Background: an optimization exercise with open tools, aiming at small area and a short achievable clock period. Do not read the settings as production practice.
RTL that was checked went through simulation tests only; none was proved equivalent to the original.
No driver is modelled on the clock port, so clocking that relies on it looks cheaper here than on a real chip.
Power is estimated from default activity; no workload was simulated.

==> run F: inputs <==
==> flow/design.v <==
module ets_sweep_controller #(
  parameter int RESULT_WIDTH  = 32,
  parameter int DEPTH         = 64,
  parameter int STEP_WIDTH    = 16,
  parameter int SETTLE_CYCLES = 16
) (
  input  logic                    clk,
  input  logic                    reset_n,
  input  logic                    start,
  input  logic                    abort,
  input  logic [STEP_WIDTH-1:0]   step_count,
  output logic                    sampler_request_run,
  input  logic                    sampler_running,
  input  logic                    sampler_result_ready,
  input  logic [RESULT_WIDTH-1:0] sampler_result,
  output logic                    phase_step,
  input  logic                    phase_step_ack,
  output logic                    busy,
  output logic                    done,
  output logic [STEP_WIDTH-1:0]   position,
  input  logic                    rd_en,
  output logic                    rd_valid,
  output logic [RESULT_WIDTH-1:0] rd_data,
  output logic [$clog2(DEPTH):0]  level
);
  localparam int LW   = $clog2(DEPTH) + 1;
  localparam int ROWS = 63;                        
  localparam logic [LW-1:0]         LVL_ONE  = 1;
  localparam logic [STEP_WIDTH-1:0] STEP_ONE = 1;
  localparam logic [3:0]            SET_LOAD = 4'(SETTLE_CYCLES - 1);
  logic s_check, s_wr, s_wack, s_settle, s_drain;   
  logic idle;                                       
  logic [STEP_WIDTH-1:0] count_q;
  logic [3:0]            settle_q;
  logic                  last_q;
  assign idle = ~busy;
  logic abort_eff, to_drain, cnt_nz, full, push, pop, set_last, start_i;
  logic n_check, n_req, n_wr, n_step, n_wack, n_settle, n_drain, n_done, n_busy;
  assign full      = level[LW-1];
  assign cnt_nz    = |step_count;
  assign start_i   = idle & start;
  assign set_last  = (settle_q == 4'd0);
  assign abort_eff = abort & busy & ~s_drain;
  assign to_drain  = abort_eff & ((sampler_request_run & sampler_running) |
                                  (s_wr & ~sampler_result_ready));
  assign push      = s_wr & sampler_result_ready & ~abort;
  assign pop       = rd_en & rd_valid;
  assign n_check  = ~abort_eff & ((start_i & cnt_nz) | (s_check & full) | (s_settle & set_last));
  assign n_req    = ~abort_eff & ((s_check & ~full) | (sampler_request_run & ~sampler_running));
  assign n_wr     = ~abort_eff & ((sampler_request_run & sampler_running) |
                                  (s_wr & ~sampler_result_ready));
  assign n_step   = push & ~last_q;
  assign n_wack   = ~abort_eff & (phase_step | (s_wack & ~phase_step_ack));
  assign n_settle = ~abort_eff & ((s_wack & phase_step_ack) | (s_settle & ~set_last));
  assign n_drain  = to_drain | (s_drain & ~sampler_result_ready);
  assign n_done   = (abort_eff & ~to_drain) | (start_i & ~cnt_nz) | (push & last_q) |
                    (s_drain & sampler_result_ready);
  assign n_busy   = busy ? ~n_done : (start & cnt_nz);
  always_ff @(posedge clk or negedge reset_n) begin
    if (!reset_n) begin
      busy                <= 1'b0;
      done                <= 1'b0;
      s_check             <= 1'b0;
      sampler_request_run <= 1'b0;
      s_wr                <= 1'b0;
      phase_step          <= 1'b0;
      s_wack              <= 1'b0;
      s_settle            <= 1'b0;
      s_drain             <= 1'b0;
      position            <= '0;
    end else begin
      busy                <= n_busy;
      done                <= n_done;
      s_check             <= n_check;
      sampler_request_run <= n_req;
      s_wr                <= n_wr;
      phase_step          <= n_step;
      s_wack              <= n_wack;
      s_settle            <= n_settle;
      s_drain             <= n_drain;
      if (start_i)            position <= '0;
      else if (n_step)        position <= position + STEP_ONE;
    end
  end
  always_ff @(posedge clk) begin
    if (start_i) count_q <= step_count;
    settle_q <= s_wack ? SET_LOAD : settle_q - 4'd1;
    last_q   <= (position + STEP_ONE == count_q);
  end
  logic [LW-1:0] lvl_n;
  logic          ge2_q, ge3, vld_n, ge2_n, h_load, wp_adv, rp_adv;
  logic [7:0]    wh, wl, wh_n, wl_n;
  logic [ROWS-1:0] rring;
  logic [RESULT_WIDTH-1:0] rd_mem;
  assign ge3 = |level[LW-1:2] | (level[1] & level[0]);
  always_comb begin
    lvl_n = level;
    ge2_n = ge2_q;
    if (push & ~pop) begin
      lvl_n = level + LVL_ONE;
      ge2_n = rd_valid;
    end else if (pop & ~push) begin
      lvl_n = level - LVL_ONE;
      ge2_n = ge3;
    end
  end
  assign vld_n = push | ge2_q | (rd_valid & ~rd_en);
  assign h_load = rd_en | ~rd_valid;
  assign rp_adv = ge2_q & rd_en;
  assign wp_adv = push & (ge2_q | (rd_valid & ~rd_en));
  function automatic logic [15:0] ring_next(input logic [7:0] h, input logic [7:0] l);
    logic wrap;
    wrap = l[7] | (h[7] & l[6]);
    ring_next[15:8] = wrap ? {h[6:0], h[7]} : h;
    ring_next[7:0]  = wrap ? 8'd1 : {l[6:0], 1'b0};
  endfunction
  assign {wh_n, wl_n} = ring_next(wh, wl);
  always_ff @(posedge clk or negedge reset_n) begin
    if (!reset_n) begin
      level    <= '0;
      rd_valid <= 1'b0;
      ge2_q    <= 1'b0;
    end else if (start_i) begin
      level    <= '0;
      rd_valid <= 1'b0;
      ge2_q    <= 1'b0;
    end else begin
      level    <= lvl_n;
      rd_valid <= vld_n;
      ge2_q    <= ge2_n;
    end
  end
  always_ff @(posedge clk) begin
    if (start_i) begin
      wh    <= 8'd1;
      wl    <= 8'd1;
      rring <= ROWS'(1);
    end else begin
      if (wp_adv) begin wh <= wh_n; wl <= wl_n; end
      if (rp_adv) rring <= {rring[ROWS-2:0], rring[ROWS-1]};
    end
  end
  logic [RESULT_WIDTH-1:0] rows [ROWS];
  logic [7:0]              wgh;
  logic [ROWS-1:0]         wsel;
  assign wgh = wh & {8{push}};
  always_comb begin
    rd_mem = '0;
    for (int k = 0; k < ROWS; k++) begin
      wsel[k] = wgh[k / 8] & wl[k % 8];
      rd_mem  = rd_mem | (rows[k] & {RESULT_WIDTH{rring[k]}});
    end
  end
  always_ff @(posedge clk) begin
    for (int k = 0; k < ROWS; k++)
      if (wsel[k]) rows[k] <= sampler_result;
    if (h_load) rd_data <= ge2_q ? rd_mem : sampler_result;
  end
endmodule
==> flow/flow/run.sh <==
#!/bin/bash
# Own layout flow: the standard ORFS flow, with one hook after clock-tree synthesis
# (flow/post_cts.tcl) that puts a buffer next to each flip-flop driving an output port, so the
# long wire to the port's output buffer is not driven by the flip-flop itself.
# Ports are buffered with buf_4 (instead of a delay cell) and sizing may change footprints.
set -euo pipefail
export POST_CTS_TCL="$PWD/flow/post_cts.tcl"
export BUFFER_PORTS_ARGS="-buffer_cell sky130_fd_sc_hd__buf_4"
bash standard.sh MATCH_CELL_FOOTPRINT=0 finish > standard_flow.log 2>&1
==> flow/flow/post_cts.tcl <==
# Runs inside ORFS's CTS step, after its timing repair and legalisation.
set block [ord::get_db_block]
set bmaster [[ord::get_db] findMaster sky130_fd_sc_hd__buf_4]
proc drv_iterm {net} {
  foreach it [$net getITerms] { if {[$it isOutputSignal]} { return $it } }
  return ""
}
set nb 0
foreach bt [$block getBTerms] {
  if {[$bt getIoType] ne "OUTPUT"} { continue }
  set n1 [$bt getNet]
  if {$n1 eq "NULL"} { continue }
  set it [drv_iterm $n1]
  if {$it eq ""} { continue }
  set obuf [$it getInst]
  set obin ""
  foreach i2 [$obuf getITerms] { if {[$i2 isInputSignal]} { set obin $i2 } }
  if {$obin eq ""} { continue }
  set n2 [$obin getNet]
  set it2 [drv_iterm $n2]
  if {$it2 eq ""} { continue }
  set src [$it2 getInst]
  if {![[$src getMaster] isSequential]} { continue }
  incr nb
  set binst [odb::dbInst_create $block $bmaster "obuf_pre_$nb"]
  set nnet [odb::dbNet_create $block "obuf_pre_net_$nb"]
  $obin disconnect
  $obin connect $nnet
  foreach i3 [$binst getITerms] {
    if {[$i3 isInputSignal]} { $i3 connect $n2 }
    if {[$i3 isOutputSignal]} { $i3 connect $nnet }
  }
  set loc [$src getLocation]
  $binst setLocation [lindex $loc 0] [lindex $loc 1]
  $binst setPlacementStatus PLACED
}
puts "post_cts: inserted $nb buffers after output flip-flops"
detailed_placement
estimate_parasitics -placement
repair_timing_helper
detailed_placement
check_placement -verbose
report_worst_slack -max
==> flow/standard.sh <==
#!/bin/bash
# synth_recipe.tcl (not shown) runs the flow's synth.tcl, then flattens the netlist and writes it again
# the make line also repeats each setting of config.mk as NAME=value (left out here)
make -C /OpenROAD-flow-scripts/flow DESIGN_CONFIG=/design/flow/config.mk WORK_HOME=/design/flow/orfs CLKGATE_MAP_FILE= SYNTH_SCRIPT=/design/flow/synth_recipe.tcl "${@:-finish}"
==> flow/config.mk <==
export PLATFORM = sky130hd
export DESIGN_NAME = ets_sweep_controller
export DESIGN_NICKNAME = ets_sweep_controller
export VERILOG_FILES = /design/flow/design.v
export SDC_FILE = /design/flow/constraint.sdc
export NUM_CORES = 4
export LEC_CHECK = 0
export CAP_MARGIN = 30
export CORE_MARGIN = 2
export CORE_UTILIZATION = 48
export CTS_CLUSTER_DIAMETER = 60
export CTS_CLUSTER_SIZE = 30
export SETUP_SLACK_MARGIN = 3.0
export SLEW_MARGIN = 30
==> flow/constraint.sdc <==
create_clock -name core_clock -period 5.5 [get_ports {clk}]
set_input_delay 1.1000 -clock core_clock [delete_from_list [all_inputs] [get_ports {clk}]]
set_output_delay 1.1000 -clock core_clock [all_outputs]
set_load 0.01 [all_outputs]
==> run C: changes against run F <==
==> flow/flow/run.sh (replaced) <==
#!/bin/bash
# Own layout flow: the standard ORFS flow, with one hook after clock-tree synthesis
# (flow/post_cts.tcl) that moves output-port buffers next to the flip-flops that feed them and
# buffers flip-flop outputs with many loads next to the flip-flop, then repairs timing again.
# Ports are buffered with buf_4 (instead of a delay cell) and sizing may change footprints.
set -euo pipefail
export POST_CTS_TCL="$PWD/flow/post_cts.tcl"
export BUFFER_PORTS_ARGS="-buffer_cell sky130_fd_sc_hd__buf_4"
bash standard.sh MATCH_CELL_FOOTPRINT=0 finish > standard_flow.log 2>&1
==> flow/flow/post_cts.tcl (replaced) <==
# Runs inside ORFS's CTS step, after its timing repair and legalisation. The resizer leaves
# flip-flops slow when they drive long wires or many loads, so for each flip-flop output:
# 1. every output-port buffer it feeds is moved next to the flip-flop, so the buffer, not the
#    flip-flop, drives the wire to the pin;
# 2. if it has several other loads, a buffer placed next to the flip-flop takes them over.
# Then cells are legalised and timing is repaired again.
set block [ord::get_db_block]
set bmaster [[ord::get_db] findMaster sky130_fd_sc_hd__buf_6]
proc is_port_buffer {inst} {
  foreach it [$inst getITerms] {
    if {[$it isOutputSignal]} {
      set n [$it getNet]
      if {$n ne "NULL" && [llength [$n getBTerms]] > 0} { return 1 }
    }
  }
  return 0
}
set nm 0
set nb 0
foreach inst [$block getInsts] {
  if {![[$inst getMaster] isSequential]} { continue }
  set loc [$inst getLocation]
  foreach it [$inst getITerms] {
    if {![$it isOutputSignal]} { continue }
    set net [$it getNet]
    if {$net eq "NULL" || [$net getSigType] eq "CLOCK"} { continue }
    set others {}
    foreach ld [$net getITerms] {
      if {$ld eq $it} { continue }
      set li [$ld getInst]
      if {[is_port_buffer $li]} {
        $li setLocation [lindex $loc 0] [lindex $loc 1]
        incr nm
      } else {
        lappend others $ld
      }
    }
    if {[llength $others] + [llength [$net getBTerms]] < 4 || [llength [$net getBTerms]] > 0} { continue }
    incr nb
    set binst [odb::dbInst_create $block $bmaster "ffbuf_$nb"]
    set nnet [odb::dbNet_create $block "ffbuf_net_$nb"]
    foreach ld $others {
      $ld disconnect
      $ld connect $nnet
    }
    foreach bi [$binst getITerms] {
      if {[$bi isInputSignal]} { $bi connect $net }
      if {[$bi isOutputSignal]} { $bi connect $nnet }
    }
    $binst setLocation [lindex $loc 0] [lindex $loc 1]
    $binst setPlacementStatus PLACED
  }
}
puts "post_cts: moved $nm output buffers, buffered $nb flip-flop outputs"
detailed_placement
estimate_parasitics -placement
repair_timing_helper
detailed_placement
check_placement -verbose
report_worst_slack -max
Settings changed: CORE_UTILIZATION 48 to 52, CTS_CLUSTER_DIAMETER 60 to 100, CTS_CLUSTER_SIZE 30 to 25.
==> run R: changes against run F <==
--- a/flow/design.v
+++ b/flow/design.v
@@ -91,4 +91,3 @@
   logic          ge2_q, ge3, vld_n, ge2_n, h_load, wp_adv, rp_adv;
-  logic [7:0]    wh, wl, wh_n, wl_n;
-  logic [ROWS-1:0] rring;
+  logic [7:0]    wh, wl, rh, rl, wh_n, wl_n, rh_n, rl_n;
   logic [RESULT_WIDTH-1:0] rd_mem;
@@ -117,2 +116,3 @@
   assign {wh_n, wl_n} = ring_next(wh, wl);
+  assign {rh_n, rl_n} = ring_next(rh, rl);
   always_ff @(posedge clk or negedge reset_n) begin
@@ -122,2 +122,6 @@
       ge2_q    <= 1'b0;
+      wh       <= 8'd1;
+      wl       <= 8'd1;
+      rh       <= 8'd1;
+      rl       <= 8'd1;
     end else if (start_i) begin
@@ -126,2 +130,6 @@
       ge2_q    <= 1'b0;
+      wh       <= 8'd1;
+      wl       <= 8'd1;
+      rh       <= 8'd1;
+      rl       <= 8'd1;
     end else begin
@@ -130,12 +138,4 @@
       ge2_q    <= ge2_n;
-    end
-  end
-  always_ff @(posedge clk) begin
-    if (start_i) begin
-      wh    <= 8'd1;
-      wl    <= 8'd1;
-      rring <= ROWS'(1);
-    end else begin
       if (wp_adv) begin wh <= wh_n; wl <= wl_n; end
-      if (rp_adv) rring <= {rring[ROWS-2:0], rring[ROWS-1]};
+      if (rp_adv) begin rh <= rh_n; rl <= rl_n; end
     end
@@ -144,3 +144,3 @@
   logic [7:0]              wgh;
-  logic [ROWS-1:0]         wsel;
+  logic [ROWS-1:0]         wsel, rsel;
   assign wgh = wh & {8{push}};
@@ -150,3 +150,4 @@
       wsel[k] = wgh[k / 8] & wl[k % 8];
-      rd_mem  = rd_mem | (rows[k] & {RESULT_WIDTH{rring[k]}});
+      rsel[k] = rh[k / 8] & rl[k % 8];
+      rd_mem  = rd_mem | (rows[k] & {RESULT_WIDTH{rsel[k]}});
     end
==> flow/run.sh (new file) <==
#!/bin/bash
# synth_recipe.tcl (not shown) runs the flow's synth.tcl, then flattens the netlist and writes it again
# the make line also repeats each setting of config.mk as NAME=value (left out here)
make -C /OpenROAD-flow-scripts/flow DESIGN_CONFIG=/design/flow/config.mk WORK_HOME=/design/flow/orfs CLKGATE_MAP_FILE= SYNTH_SCRIPT=/design/flow/synth_recipe.tcl finish
Settings changed: CORE_UTILIZATION 48 to 40, CTS_CLUSTER_DIAMETER 60 to not set, CTS_CLUSTER_SIZE 30 to not set.
removed: flow/flow/run.sh
removed: flow/flow/post_cts.tcl
removed: flow/standard.sh
==> impl_table.tex <==
\begin{tabular}{lr}
\hline
Metric & Value \\
\hline
\multicolumn{2}{l}{\textbf{Status}} \\
Run status & complete, no violations \\
\multicolumn{2}{l}{\textbf{Finish}} \\
Finished layout cell area & between 90000 and 100000 um\^{}2 \\
Final \#Nets & 5139 \\
\multicolumn{2}{l}{\textbf{Power}} \\
Switching power of the nets & roughly 13 mW \\
\multicolumn{2}{l}{\textbf{Placed design}} \\
Worst Setup Slack post-DPL & 1407 ps \\
RePlAce Congestion & 0.8865 \\
\multicolumn{2}{l}{\textbf{Die}} \\
Tap cells & 2640 \\
\multicolumn{2}{l}{\textbf{Timing}} \\
WHS & 241.6 ps \\
\multicolumn{2}{l}{\textbf{Setup path}} \\
Critical Path Max Stage Delay & slightly below 900 ps \\
\multicolumn{2}{l}{\textbf{Routing}} \\
Total wirelength of the detailed-routed design & 368500 um \\
\hline
\end{tabular}
That was run R.
==> impl_table.tex <==
\begin{tabular}{lr}
\hline
Metric & Value \\
\hline
\multicolumn{2}{l}{\textbf{Setup path}} \\
Critical Path Max Stage Delay & $\sim$500 ps \\
Largest delay contributor family on the critical path & simple AND/OR/NAND/NOR gates \\
\multicolumn{2}{l}{\textbf{Timing}} \\
WHS & 292.1 ps \\
\multicolumn{2}{l}{\textbf{Placed design}} \\
RePlAce Congestion & 0.8642 \\
Worst Setup Slack post-DPL & between 1500 and 2000 ps \\
\multicolumn{2}{l}{\textbf{Power}} \\
Switching power of the nets & just over 7 mW \\
\multicolumn{2}{l}{\textbf{Die}} \\
Tap cells & 2016 \\
\multicolumn{2}{l}{\textbf{Finish}} \\
Final \#Nets & approximately 4700 \\
Finished layout cell area & just under 90000 um\^{}2 \\
\multicolumn{2}{l}{\textbf{Routing}} \\
Total wirelength of the detailed-routed design & 326000 um \\
\multicolumn{2}{l}{\textbf{Status}} \\
Run status & complete, no violations \\
\hline
\end{tabular}
That was run C.
==> impl_table.tex <==
\begin{tabular}{lr}
\hline
Metric & Value \\
\hline
\multicolumn{2}{l}{\textbf{Status}} \\
Run status & complete, no violations \\
\multicolumn{2}{l}{\textbf{Placed design}} \\
Half-perimeter wire length after detailed placement & roughly 180000 um \\
RePlAce Congestion & 0.9022 \\
\multicolumn{2}{l}{\textbf{Global routing}} \\
Residual overflow from global routing & 0 \\
\multicolumn{2}{l}{\textbf{Timing}} \\
Final setup vio count & 0 \\
WHS & 239.2 ps \\
\multicolumn{2}{l}{\textbf{Routing}} \\
Per-cell routed wire length & 47.78 um \\
\multicolumn{2}{l}{\textbf{Finish}} \\
Finished layout cell area & 89950 um\^{}2 \\
Final \#Nets & 4725 \\
\multicolumn{2}{l}{\textbf{Power}} \\
Switching power of the nets & between 8 and 9 mW \\
\multicolumn{2}{l}{\textbf{Die}} \\
Tap cells & 2175 \\
\multicolumn{2}{l}{\textbf{Setup path}} \\
Largest delay contributor family on the critical path & flip-flops \\
\hline
\end{tabular}
That was run F.
Function not checked in run R: the RTL went through the layout flow alone.

## afterwards: timing with drivers on the ports
The flow's constraints put no driver on any port. The routed layouts listed below were extracted and timed again, unchanged, in two steps.
Step 1 sets driving cells, clkbuf_16 on the clock port and buf_2 on the other inputs (assumed; they add their load-dependent delay and slew).
Step 2 adds t to the input delays and takes it off the output delays; t is the mean of the earliest and latest rising clock arrival at the registers after step 1. Input paths then give back, and output paths get back, about the clock's delay inside the block.
a / b / c = ideal / step 1 / step 2; a / b = the first two.
run | t (ns) | setup slack, ns | hold WS [ns] | clock arrival spread, ns | worst slew at a driven data input, ns
run F | 0.907 | 2.808 / 2.782 / 2.200 | 0.239 / 0.179 / 0.416 | 0.063 / 0.063 | 0.23
run C | 0.838 | 2.939 / 2.939 / 2.177 | 0.292 / 0.225 / 0.416 | 0.042 / 0.042 | 0.16
run R | 0.951 | 2.428 / 2.406 / 2.117 | 0.242 / 0.187 / 0.408 | 0.067 / 0.067 | 0.24
After both steps every run listed still meets setup and hold. For run C, which loses most, drivers alone change the setup slack by 0.000 ns; drivers and shift together by -0.762 ns.
